Source: an optimization exercise on an open RTL-to-GDS flow (aim: a short achievable clock period and few clock cycles per item). Production flows keep margins and buffers that such runs may drop. In this exercise RTL edits were held to simulation tests only and were not proved equivalent to the original. Power is estimated from default activity; no workload was simulated.

[run.sh]
#!/bin/bash
# synth_recipe.tcl (not shown) runs the flow's synth.tcl, then flattens the netlist and writes it again
# the make line also repeats each setting of config.mk as NAME=value (left out here)
make -C /OpenROAD-flow-scripts/flow DESIGN_CONFIG=/design/flow/config.mk WORK_HOME=/design/flow/orfs CLKGATE_MAP_FILE= SYNTH_SCRIPT=/design/flow/synth_recipe.tcl finish
[config.mk]
export PLATFORM = sky130hd
export DESIGN_NAME = core
export DESIGN_NICKNAME = core
export VERILOG_FILES = /design/flow/design.v
export SDC_FILE = /design/flow/constraint.sdc
export NUM_CORES = 4
export LEC_CHECK = 0
export ABC_CLOCK_PERIOD_IN_PS = 3000
export CAP_MARGIN = 20
export CORE_MARGIN = 2
export CORE_UTILIZATION = 40
export SETUP_SLACK_MARGIN = 5
export SLEW_MARGIN = 20
[constraint.sdc]
create_clock -name core_clock -period 11.0 [get_ports {clk}]
set_input_delay 2.2000 -clock core_clock [delete_from_list [all_inputs] [get_ports {clk}]]
set_output_delay 2.2000 -clock core_clock [all_outputs]
set_load 0.01 [all_outputs]
[design.v]
module core (
	input  logic clk,
	input  logic reset,
	output logic ireq_valid,
	output logic [63:0] ireq_addr,
	input  logic iresp_data_ok,
	input  logic [31:0] iresp_data,
	output logic dreq_valid,
	output logic dreq_write,
	output logic [63:0] dreq_addr,
	output logic [63:0] dreq_wdata,
	input  logic dresp_data_ok,
	input  logic [63:0] dresp_rdata,
	output logic commit_valid,
	output logic [63:0] commit_pc,
	output logic commit_wen,
	output logic [4:0] commit_rd,
	output logic [63:0] commit_data
);
	logic        fv, pr_v;
	logic [63:0] fa, pr_a;
	logic        d_v, d_fhit;
	logic [31:0] d_instr;
	logic [63:0] d_pc, d_ftgt;
	logic        e_v, e_wr, e_load, e_store, e_br, e_bne, e_jal;
	logic        e_add, e_sub, e_and, e_or, e_xor, e_ksel;
	logic        e_aM, e_aW, e_bM, e_bW, e_sM, e_sW;
	logic        e_pn_tgt, e_pn_pc4, e_ldsel, e_ressel;
	logic [4:0]  e_rd;
	logic [63:0] e_pc, e_pc4, e_tgt, e_a, e_b, e_s, e_k;
	logic        m_v, m_mem, m_wr, m_ldsel, m_ressel;
	logic [4:0]  m_rd;
	logic [63:0] m_pc, m_pc4, m_res;
	logic        dv, dw, pend, p_ldsel, p_load;
	logic [4:0]  p_rd;
	logic [63:0] da, dd, p_pc, p_pc4;
	logic        w_v, w_wen;
	logic [4:0]  w_rd;
	logic [63:0] w_pc, w_data;
	logic [63:0] regs [1:31];
	logic [63:0] ea, eb, es, sum, dif, res;
	logic        eq, taken, rE;
	logic [63:0] tE;
	assign ea = e_aM ? m_res : (e_aW ? w_data : e_a);
	assign eb = e_bM ? m_res : (e_bW ? w_data : e_b);
	assign es = e_sM ? m_res : (e_sW ? w_data : e_s);
	assign sum = ea + eb;
	assign dif = ea - eb;
	assign res = ({64{e_add}} & sum) | ({64{e_sub}} & dif) | ({64{e_and}} & (ea & eb))
		| ({64{e_or}} & (ea | eb)) | ({64{e_xor}} & (ea ^ eb)) | ({64{e_ksel}} & e_k);
	assign eq = (ea == es);
	assign taken = e_jal | (e_br & (eq ^ e_bne));
	assign rE = e_v & (taken ? ~e_pn_tgt : ~e_pn_pc4);
	assign tE = taken ? e_tgt : e_pc4;
	logic [6:0] op;
	logic [2:0] f3;
	logic [6:0] f7;
	logic [4:0] rs1, rs2, rd;
	logic is_r, is_addi, is_lui, is_ld, is_sd, is_br, is_jal, known;
	logic r_add, r_sub, r_and, r_or, r_xor;
	logic uses1, uses2, wr;
	logic [63:0] imm_i, imm_s, imm_b, imm_u, imm_j, d_tgt, d_pc4;
	logic [63:0] rv1, rv2;
	logic fM1, fM2, fW1, fW2, ld_use, d_hold, d_ptaken, rD;
	logic [63:0] tD;
	assign op = d_instr[6:0];
	assign f3 = d_instr[14:12];
	assign f7 = d_instr[31:25];
	assign rs1 = d_instr[19:15];
	assign rs2 = d_instr[24:20];
	assign rd = d_instr[11:7];
	assign r_add = (f7 == 7'b0000000) & (f3 == 3'b000);
	assign r_sub = (f7 == 7'b0100000) & (f3 == 3'b000);
	assign r_and = (f7 == 7'b0000000) & (f3 == 3'b111);
	assign r_or  = (f7 == 7'b0000000) & (f3 == 3'b110);
	assign r_xor = (f7 == 7'b0000000) & (f3 == 3'b100);
	assign is_r = (op == 7'b0110011) & (r_add | r_sub | r_and | r_or | r_xor);
	assign is_addi = (op == 7'b0010011) & (f3 == 3'b000);
	assign is_lui = (op == 7'b0110111);
	assign is_ld = (op == 7'b0000011) & (f3 == 3'b011);
	assign is_sd = (op == 7'b0100011) & (f3 == 3'b011);
	assign is_br = (op == 7'b1100011) & (f3[2:1] == 2'b00);
	assign is_jal = (op == 7'b1101111);
	assign known = is_r | is_addi | is_lui | is_ld | is_sd | is_br | is_jal;
	assign uses1 = is_r | is_addi | is_ld | is_sd | is_br;
	assign uses2 = is_r | is_sd | is_br;
	assign wr = is_r | is_addi | is_lui | is_ld | is_jal;
	assign imm_i = {{52{d_instr[31]}}, d_instr[31:20]};
	assign imm_s = {{52{d_instr[31]}}, d_instr[31:25], d_instr[11:7]};
	assign imm_b = {{51{d_instr[31]}}, d_instr[31], d_instr[7], d_instr[30:25], d_instr[11:8], 1'b0};
	assign imm_u = {{32{d_instr[31]}}, d_instr[31:12], 12'b0};
	assign imm_j = {{43{d_instr[31]}}, d_instr[31], d_instr[19:12], d_instr[20], d_instr[30:21], 1'b0};
	assign d_tgt = d_pc + (is_jal ? imm_j : imm_b);
	assign d_pc4 = d_pc + 64'd4;
	logic wb_we;
	assign wb_we = w_v & w_wen & (w_rd != 5'd0);
	assign rv1 = (rs1 == 5'd0) ? 64'd0 : ((wb_we && w_rd == rs1) ? w_data : regs[rs1]);
	assign rv2 = (rs2 == 5'd0) ? 64'd0 : ((wb_we && w_rd == rs2) ? w_data : regs[rs2]);
	assign fM1 = e_v & e_wr & ~e_load & (e_rd != 5'd0) & (e_rd == rs1);
	assign fM2 = e_v & e_wr & ~e_load & (e_rd != 5'd0) & (e_rd == rs2);
	assign fW1 = m_v & m_wr & (m_rd != 5'd0) & (m_rd == rs1);
	assign fW2 = m_v & m_wr & (m_rd != 5'd0) & (m_rd == rs2);
	assign ld_use = e_v & e_load & (e_rd != 5'd0)
		& ((uses1 & (e_rd == rs1)) | (uses2 & (e_rd == rs2)));
	assign d_hold = d_v & ld_use;
	assign d_ptaken = is_jal | (is_br & (d_instr[31] | f3[0]));
	assign rD = d_v & ~ld_use & ~rE & ~pend & (d_ptaken != d_fhit);
	assign tD = d_ptaken ? d_tgt : d_pc4;
	logic f_hit;
	logic [63:0] f_tgt, f_next, redir_tgt;
	logic redir, req_open, accept;
	assign f_hit = 1'b0;
	assign f_tgt = fa + 64'd4;
	assign f_next = f_hit ? f_tgt : fa + 64'd4;
	assign req_open = fv & ~iresp_data_ok;
	assign redir = pend | rE | rD;
	assign redir_tgt = pend ? p_pc4 : (rE ? tE : tD);
	assign accept = fv & iresp_data_ok & ~pr_v & ~redir & ~d_hold;
	assign ireq_valid = fv;
	assign ireq_addr = fa;
	always_ff @(posedge clk) begin
		if (reset) begin
			fv <= 1'b0;
			fa <= 64'd0;
			pr_v <= 1'b0;
		end else begin
			fv <= 1'b1;
			if (req_open) begin
				if (redir) begin
					pr_v <= 1'b1;
					pr_a <= redir_tgt;
				end
			end else begin
				pr_v <= 1'b0;
				if (redir)
					fa <= redir_tgt;
				else if (pr_v)
					fa <= pr_a;
				else if (fv && !d_hold)
					fa <= f_next;
			end
		end
	end
	always_ff @(posedge clk) begin
		if (reset)
			d_v <= 1'b0;
		else if (!d_hold || rE || pend)
			d_v <= accept;
		if (!d_hold) begin
			d_instr <= iresp_data;
			d_pc <= fa;
			d_fhit <= f_hit;
			d_ftgt <= f_tgt;
		end
	end
	always_ff @(posedge clk) begin
		if (reset)
			e_v <= 1'b0;
		else
			e_v <= d_v & known & ~ld_use & ~rE & ~pend;
		e_pc <= d_pc;
		e_pc4 <= d_pc4;
		e_tgt <= d_tgt;
		e_a <= rv1;
		e_b <= (is_r | is_br) ? rv2 : (is_sd ? imm_s : imm_i);
		e_s <= rv2;
		e_k <= is_lui ? imm_u : d_pc4;
		e_wr <= wr;
		e_rd <= wr ? rd : 5'd0;
		e_load <= is_ld;
		e_store <= is_sd;
		e_br <= is_br;
		e_bne <= f3[0];
		e_jal <= is_jal;
		e_add <= is_addi | is_ld | is_sd | (is_r & r_add);
		e_sub <= is_r & r_sub;
		e_and <= is_r & r_and;
		e_or <= is_r & r_or;
		e_xor <= is_r & r_xor;
		e_ksel <= is_lui | is_jal;
		e_aM <= uses1 & fM1;
		e_aW <= uses1 & fW1 & ~fM1;
		e_bM <= (is_r | is_br) & fM2;
		e_bW <= (is_r | is_br) & fW2 & ~fM2;
		e_sM <= uses2 & fM2;
		e_sW <= uses2 & fW2 & ~fM2;
		e_ldsel <= is_ld & (rd != 5'd0);
		e_ressel <= wr & ~is_ld & (rd != 5'd0);
		if (rD) begin
			e_pn_tgt <= d_ptaken;
			e_pn_pc4 <= ~d_ptaken;
		end else begin
			e_pn_tgt <= d_fhit & (d_ftgt == d_tgt);
			e_pn_pc4 <= ~d_fhit;
		end
	end
	always_ff @(posedge clk) begin
		if (reset)
			m_v <= 1'b0;
		else
			m_v <= e_v & ~pend;
		m_pc <= e_pc;
		m_pc4 <= e_pc4;
		m_res <= res;
		m_mem <= e_load | e_store;
		m_wr <= e_wr;
		m_rd <= e_rd;
		m_ldsel <= e_ldsel;
		m_ressel <= e_ressel;
	end
	always_ff @(posedge clk) begin
		if (reset) begin
			dv <= 1'b0;
			pend <= 1'b0;
		end else begin
			pend <= dv & ~dresp_data_ok;
			if (!(dv && !dresp_data_ok)) begin
				dv <= e_v & ~pend & (e_load | e_store);
				dw <= e_store;
				da <= res;
				dd <= es;
			end
		end
		if (!pend) begin
			p_pc <= m_pc;
			p_pc4 <= m_pc4;
			p_rd <= m_rd;
			p_load <= m_wr;
			p_ldsel <= m_ldsel;
		end
	end
	assign dreq_valid = dv;
	assign dreq_write = dw;
	assign dreq_addr = da;
	assign dreq_wdata = dd;
	always_ff @(posedge clk) begin
		if (reset)
			w_v <= 1'b0;
		else if (pend)
			w_v <= dresp_data_ok;
		else
			w_v <= m_v & (~m_mem | dresp_data_ok);
		w_pc <= pend ? p_pc : m_pc;
		w_wen <= pend ? p_load : m_wr;
		w_rd <= pend ? p_rd : m_rd;
		if (pend ? p_ldsel : m_ldsel)
			w_data <= dresp_rdata;
		else if (!pend && m_ressel)
			w_data <= m_res;
		else
			w_data <= 64'd0;
	end
	assign commit_valid = w_v;
	assign commit_pc = w_pc;
	assign commit_wen = w_wen;
	assign commit_rd = w_rd;
	assign commit_data = w_data;
	always_ff @(posedge clk) begin
		if (reset) begin
			for (int i = 1; i < 32; i++)
				regs[i] <= 64'd0;
		end else if (wb_we) begin
			regs[w_rd] <= w_data;
		end
	end
endmodule
==> impl_metrics.tcl <==
set metrics [dict create \
    pre_cts_ws_ps 3980 \
    fin_worst_skew_ps 59.9 \
    via_per_inst 6.29 \
    hold_buffers 0 \
    drive_gt1_frac 0.187 \
    wl_um 671000 \
    wl_per_cell_um 35.9 \
    clk_pin_slew_ps 70 \
    drtIter0Drc 17909 \
    worstPathArrival_ps 6530 \
    clock_latency_ps 1020 \
    yosysSeqAreaShare 0.539 \
    root_buffer "clkbuf_16" \
    finalNetCount 13218 \
    clk_path_buf_depth 4 \
    r2r_cells 16 \
    hold_class "reg2reg" \
    portBuffers 429 \
    numClockSinks 3287 \
    rows 238 \
    synthMostInstantiatedCell "edfxtp_1" \
    endpoint_kind "register" \
    synth_edf_count 2469 \
    h-tree-depth 5 \
    cp_slowest_stage_delay_ps 500 \
    synth_top_cell_area_share 0.441 \
    synth_common_cells "edfxtp_1, and2_1, mux4_2" \
    period_share 0.537 \
    dr.pass1.iters 6 \
    utilization 0.456 \
    routabilityCongestion 1.00 \
    netlist.top_cell.by_area "edfxtp_1" \
    ys_ff_latch 3287 \
    dp_hpwl_um 430000 \
    worst_slew_pin_slew_ps 1250 \
    remaining_drc_errors 0 \
    status "no timing/DRC/antenna violations" \
    area_growth_pct 13.9 \
    fp.dieH_um 652 \
    min_from "e_pc[5]" \
    first_global_vias 112671 \
    crit_path_cell_trace "buf_12, mux2_2, mux2i_2, xnor2_1, nor4_1, nand4_1, nor4_4, mux2i_1, nor2_4, buf_4, mux2i_4, buf_8, nor2_2, buf_4, nor3_4, buf_6" \
    core_sq_um 419000 \
    r2r-start "e_aW" \
    maxCapViolations 0 \
    whs_endpoint "m_pc[5]" \
    syn_area_per_cell_sq_um 13.1 \
    leakage_nw 69.9 \
    rr_endpoint "pr_a[58]" \
    track_usage 0.307 \
    syn_area_sq_um 168000 \
    cts_tree "yes" \
    critPathKind "reg2reg" \
    ys_async_sr_fraction 0 \
    synth_cell_types 95 \
    vias 117589 \
    fmax_ghz 0.169 \
    yosysWarnings 1 \
    grt_antenna_before_repair 69 \
    cellPowerDensity_nw_per_um2 161 \
    rrSetupSlack_ps 5090 \
    io_pins 430 \
    numCtsBuffers 359 \
    setup_viol 0 \
    final_cells 18705 \
    cp_slowest_cell "dfxtp_4" \
    ys_top_cells_by_area "edfxtp_1, mux4_2, dfxtp_1, and2_1, clkbuf_1" \
    synth-main-ff-cell "edfxtp_1" \
    die-area_sq_um 425000 \
    worstPathRequired_ps 11620 \
    whs_path_depth 0 \
    dp_cells 18004 \
    ir_worst_vdd_mv 0.126 \
    relSlewSlack 0.164 \
    worst_setup_path_start_kind "register" \
    grt_max_degree 118 \
    die_w_um 652 \
    drv_slew 0 \
    ant_nets 0 \
    start_util 0.401 \
    postLayoutSetupSlackWorst_ps 5090 \
    cp_max_fo 47 \
    grt_overflow 0 \
    synth_cells 12816 \
    period_needed_ps 5910 \
    rsz0062_at_grt "yes" \
    grt_pass1_wl_um 915000 \
    finalHoldViolCount 0 \
    critPathMostFrequentCell "buf_4" \
    tns_ps 0 \
]
worst max-delay path, delay by kind of cell (launching register included):
| kind | cells | cell delay (ps) |
|---|---|---|
| simple gates | 6 | 1610 |
| xor+xnor | 1 | 270 |
| mux | 4 | 1290 |
| buf+inv | 5 | 1670 |
| flops | 1 | 500 |
worst max path at each step:
stage	start	to	slack (ps)	depth (start not counted)
2_1_floorplan	reset	regs[31][0]	4790	4
3_3_place_gp	e_aM	da[62]	4060	14
3_5_place_dp	e_aM	da[62]	3980	14
4_1_cts	e_bM	da[62]	5010	16
5_1_grt	d_instr[4]	fa[49]	4950	19
6_report	e_aW	pr_a[58]	5090	16
metal layers:
metal	wire, um	global-route usage	part of all wire
met1	263000	0.423	0.39
met5	84	0	0.00013
met4	45900	0.180	0.068
met3	76400	0.0732	0.11
met2	287000	0.442	0.43
flip-flops by register name, summed over array words and instances, names as in the netlist, 63 cells and up, named ones only:
register,cells
pr_a,64
da,64
e_tgt,64
p_pc,64
dd,64
w_data,64
m_res,64
e_a,64
d_pc,64
e_pc4,63
regs,2048
e_b,64
e_k,64
m_pc4,64
fa,64
e_s,64
per-stage QoR:
step                hold WS (ps)  cell area (sq um)  total power [mW]
finish                       324             191000              30.8
global route                 330             191000              31.5
CTS                          326             191000              30.8
detailed placement           312             179000              18.4
global placement             310             179000              18.4
floorplan                    310             168000              16.7
cell families after synthesis:
family                   after synthesis  share of synthesized area
AND/OR/NAND/NOR                     3885                      0.124
flip-flops                          3287                      0.539
AO/OA/AOI/OAI                       1917                     0.0722
multiplexers                        1701                      0.196
buffers and inverters               1459                     0.0335
XOR/XNOR                             308                     0.0160
adder cells (fa/ha/maj)              258                     0.0193
other                                  1                  0.0000223
repair_timing:
item,in CTS,in global routing
pin swaps,0,2
setup endpoints to repair,193,166
gates resized for setup,33,43
buffers inserted,3,12
cells in the final DEF (no fill, tap or decap), drive strengths merged, types with 57 or more instances in the layout:
cell type / synthesis / layout
dfxtp: 818 / 818
nor2b: 57 / 57
nand4: 63 / 63
edfxtp: 2469 / 2469
clkdlybuf4s50: 0 / 428
xnor2: 205 / 205
xor2: 103 / 103
o31ai: 118 / 118
nand2: 731 / 731
nor2: 610 / 610
a21oi: 515 / 515
buf: 223 / 361
mux2: 91 / 91
inv: 286 / 308
and2: 2015 / 2015
nor3: 81 / 81
o21ai: 524 / 524
clkbuf: 946 / 460
ha: 255 / 255
a211oi: 151 / 151
conb: 1 / 64
clkinv: 4 / 140
a21o: 93 / 93
nand3: 106 / 106
mux2i: 358 / 358
mux4: 1252 / 1252
o21a: 80 / 80
final cells by class:
cell class              count  area [sq um]
flip-flops and latches   3287         90600
clock inverters           205          2140
diodes                     21          52.6
multi-input cells        8133         73200
well taps                5520          6910
clock buffers             460          9870
fillers                 37181        228000
inverters                 290          1100
repair buffers            789          7500
report_power, final:
group	internal [mW]	switching [mW]
logic	1.48	2.40
registers	13.9	0.510
clock network	7.14	5.38
Testbench counts, summed over its fixed seeds: cycles 78,103, instrs 60,423.

separate check: timing with driven ports:
No port has a modelled driver above. Below, the same layout with a new extraction and two added sets of constraints. Step 1: set_driving_cell puts a clkbuf_16 on clk and a buf_2 on each other input, an assumption about the parent block. Step 2 moves the port delays by t, midway between the first and last clock arrival at a register: inputs arrive t later, outputs are due t later. That takes back most of the time a late clock gives input paths. a / b / c = ideal / step 1 / step 2; a / b = the first two.
t (ns): 1.112
setup WS [ns]: 5.091 / 5.091 / 5.091
worst slew at a driven data input, ns: 0.16
pins driven straight from the clock port: 1
After both steps this run still meets setup and hold. The setup slack of this run moves by 0.000 ns with the drivers and by 0.000 ns with both steps.
